Background: an optimization exercise with open tools, aiming at small area. Do not read the settings as production practice. Only simulation tests tie the RTL to the original design; equivalence was not proved. Power figures rest on the tool's default switching activity, not on a simulated workload.

==> inputs of run a <==
Design rs_param_age, start of the top module:
module rs_param_age #(
    parameter int DEPTH   = 16,
    parameter int DATA_W  = 32,
    parameter int ROB_W   = 4,
    parameter int TYPE_W  = 6,
    parameter int NUM_CDB = 2
) (
    input  logic                      clk_in,
    input  logic                      rst_n_in,
    input  logic                      rdy_in,
    input  logic                      flush_in,
    output logic                      full_out,
    input  logic                      disp_valid,
    input  logic [TYPE_W-1:0]         disp_type,
    input  logic [DATA_W-1:0]         disp_pc,
    input  logic [DATA_W-1:0]         disp_imm,
    input  logic [ROB_W-1:0]          disp_rob,
    input  logic                      disp_rdy_j,
    input  logic                      disp_rdy_k,
    input  logic [DATA_W-1:0]         disp_v_j,
    input  logic [DATA_W-1:0]         disp_v_k,
    input  logic [ROB_W-1:0]          disp_q_j,
    input  logic [ROB_W-1:0]          disp_q_k,
    input  logic                      issue_stall,
    output logic                      issue_valid,
    output logic [TYPE_W-1:0]         issue_type,
    output logic [DATA_W-1:0]         issue_pc,
    output logic [DATA_W-1:0]         issue_imm,
    output logic [DATA_W-1:0]         issue_rs1,
  ...
==> flow/config.mk <==
export PLATFORM = sky130hd
export DESIGN_NAME = rs_param_age
export DESIGN_NICKNAME = rs_param_age
export VERILOG_FILES = /design/flow/design.v
export SDC_FILE = /design/flow/constraint.sdc
export NUM_CORES = 4
export LEC_CHECK = 0
export CAP_MARGIN = 20
export CORE_MARGIN = 2
export CORE_UTILIZATION = 35
export PLACE_DENSITY = 0.42
export SLEW_MARGIN = 20
==> flow/constraint.sdc <==
create_clock -name core_clock -period 7.0 [get_ports {clk_in}]
set_input_delay 1.4000 -clock core_clock [delete_from_list [all_inputs] [get_ports {clk_in}]]
set_output_delay 1.4000 -clock core_clock [all_outputs]
set_load 0.01 [all_outputs]
run.sh (not shown) runs the stock make flow with config.mk's settings and CLKGATE_MAP_FILE= SYNTH_SCRIPT=/design/flow/synth_recipe.tcl, a recipe that flattens the netlist after the stock synthesis.
==> run b: changes against run a <==
--- a/flow/design.v
+++ b/flow/design.v
@@ -111,14 +111,15 @@
             jh_s[i] = busy_r[i] && !j0_s[i] && !j1_s[i];
             kh_s[i] = busy_r[i] && !k0_s[i] && !k1_s[i];
         end
     end
     always_ff @(posedge clk_in) begin
         for (int i = 0; i < DEPTH; i++) begin
+            pay_r[i] <= ({disp_type, disp_pc, disp_imm, disp_rob} & {PW{free_oh_s[i]}}) |
+                        (pay_r[i] & {PW{busy_r[i]}});
             if (!busy_r[i]) begin
-                pay_r[i]   <= {disp_type, disp_pc, disp_imm, disp_rob};
                 rdy_j_r[i] <= dr_j;
                 rdy_k_r[i] <= dr_k;
             end else begin
                 if (j0_s[i] || j1_s[i]) rdy_j_r[i] <= 1'b1;
                 if (k0_s[i] || k1_s[i]) rdy_k_r[i] <= 1'b1;
             end
@@ -139,37 +140,39 @@
                 else if (free_oh_s[i]) age_r[i][j] <= 1'b0;
             end
         end
     end
     logic [PW-1:0]     rd_pay_s;
     logic [DATA_W-1:0] rd_j_s, rd_k_s;
+    logic [DEPTH-1:0] rd_oh_s;
+    logic             hold_s;
+    assign rd_oh_s = issue_ld_s ? sel_oh_s : '0;
+    assign hold_s  = !issue_ld_s;
     always_comb begin
-        rd_pay_s = '0;
-        rd_j_s   = '0;
-        rd_k_s   = '0;
+        rd_pay_s = issue_pay_r & {PW{hold_s}};
+        rd_j_s   = issue_rs1_r & {DATA_W{hold_s}};
+        rd_k_s   = issue_rs2_r & {DATA_W{hold_s}};
         for (int i = 0; i < DEPTH; i++) begin
-            rd_pay_s = rd_pay_s | (pay_r[i] & {PW{sel_oh_s[i]}});
-            rd_j_s   = rd_j_s   | (v_j_r[i] & {DATA_W{sel_oh_s[i]}});
-            rd_k_s   = rd_k_s   | (v_k_r[i] & {DATA_W{sel_oh_s[i]}});
+            rd_pay_s = rd_pay_s | (pay_r[i] & {PW{rd_oh_s[i]}});
+            rd_j_s   = rd_j_s   | (v_j_r[i] & {DATA_W{rd_oh_s[i]}});
+            rd_k_s   = rd_k_s   | (v_k_r[i] & {DATA_W{rd_oh_s[i]}});
         end
     end
     always_ff @(posedge clk_in or negedge rst_n_in) begin
         if (!rst_n_in) begin
             issue_valid_r <= 1'b0;
         end else if (flush_in) begin
             issue_valid_r <= 1'b0;
         end else if (issue_ld_s) begin
             issue_valid_r <= any_ready_s;
         end
     end
     always_ff @(posedge clk_in) begin
-        if (issue_ld_s) begin
-            issue_pay_r <= rd_pay_s;
-            issue_rs1_r <= rd_j_s;
-            issue_rs2_r <= rd_k_s;
-        end
+        issue_pay_r <= rd_pay_s;
+        issue_rs1_r <= rd_j_s;
+        issue_rs2_r <= rd_k_s;
     end
     assign issue_valid = issue_valid_r;
     assign {issue_type, issue_pc, issue_imm, issue_rob} = issue_pay_r;
     assign issue_rs1   = issue_rs1_r;
     assign issue_rs2   = issue_rs2_r;
 endmodule
Settings changed: CAP_MARGIN 20 to 0, CORE_UTILIZATION 35 to 60, CTS_BUF_LIST set to sky130_fd_sc_hd__clkbuf_8, CTS_CLUSTER_DIAMETER set to 60, CTS_CLUSTER_SIZE set to 16, PLACE_DENSITY 0.42 to 0.65, SLEW_MARGIN 20 to 0.
==> comparison table <==
item	run a	run b
Clock latency on the worst-skew pair	0.95 ns	1.07 ns
Met2 routed wirelength	246 mm	197 mm
Total number of vias	93338	106220
Per-cell routed wire length	40.5 um	36.2 um
Clock transition at the registers of the reported paths	0.06 ns	0.10 ns
Result of the run	complete, no violations	complete, but fails checks
Violated checks	-	max-capacitance violations, max-slew violations
Cells after DPL	13207	13078
Sequential cell area	0.0640 mm^2	0.0516 mm^2
Overall power after layout	35.1 mW	25.8 mW
Global routing usage on met1	43.9%	63.4%
Total sequential power	17.1 mW	15.5 mW
DR vias/cell	6.78	7.91
Post-Route M1 WL	221 mm	170 mm
Leak Pwr	44.1 nW	41.5 nW
Multiplexer fraction of the synthesized cell area	0.128%	0.409%
# clk buffers	423	204
Largest register FFs	1184	1110
Worst R2R Setup Slack	1.73 ns	2.37 ns
Hold endpoint	age_r[1][2]$_SDFFE_PP1P_	pay_r[10][60]$_DFF_P_
CP arrival	4.56 ns	4.52 ns
R2R cell count	7	9

[afterwards: timing with drivers on the ports]
No port has a modelled driver above. Below, the same layouts with a new extraction and two added sets of constraints. Step 1: set_driving_cell puts a clkbuf_16 on clk_in and a buf_2 on each other input, an assumption about the parent block. Step 2, shift: input delay + t, output delay - t, t = (earliest + latest rising clock arrival at the registers) / 2. This alone moves slack from input paths to output paths. Slacks: ideal ports / drivers / drivers and shift; pairs: ideal ports / drivers.
run | shift t [ns] | setup slack, ns | worst hold slack (ns) | worst slew at a driven data input, ns | pins driven straight from the clock port
run a | 1.024 | 1.044 / 0.933 / 1.160 | 0.459 / 0.459 / 0.459 | 0.20 | 1
run b | 1.148 | 1.085 / 0.979 / 0.917 | 0.467 / 0.467 / 0.467 | 0.19 | 1
The setup slack of run b, which loses most, moves by -0.106 ns with the drivers and by -0.168 ns with both steps.
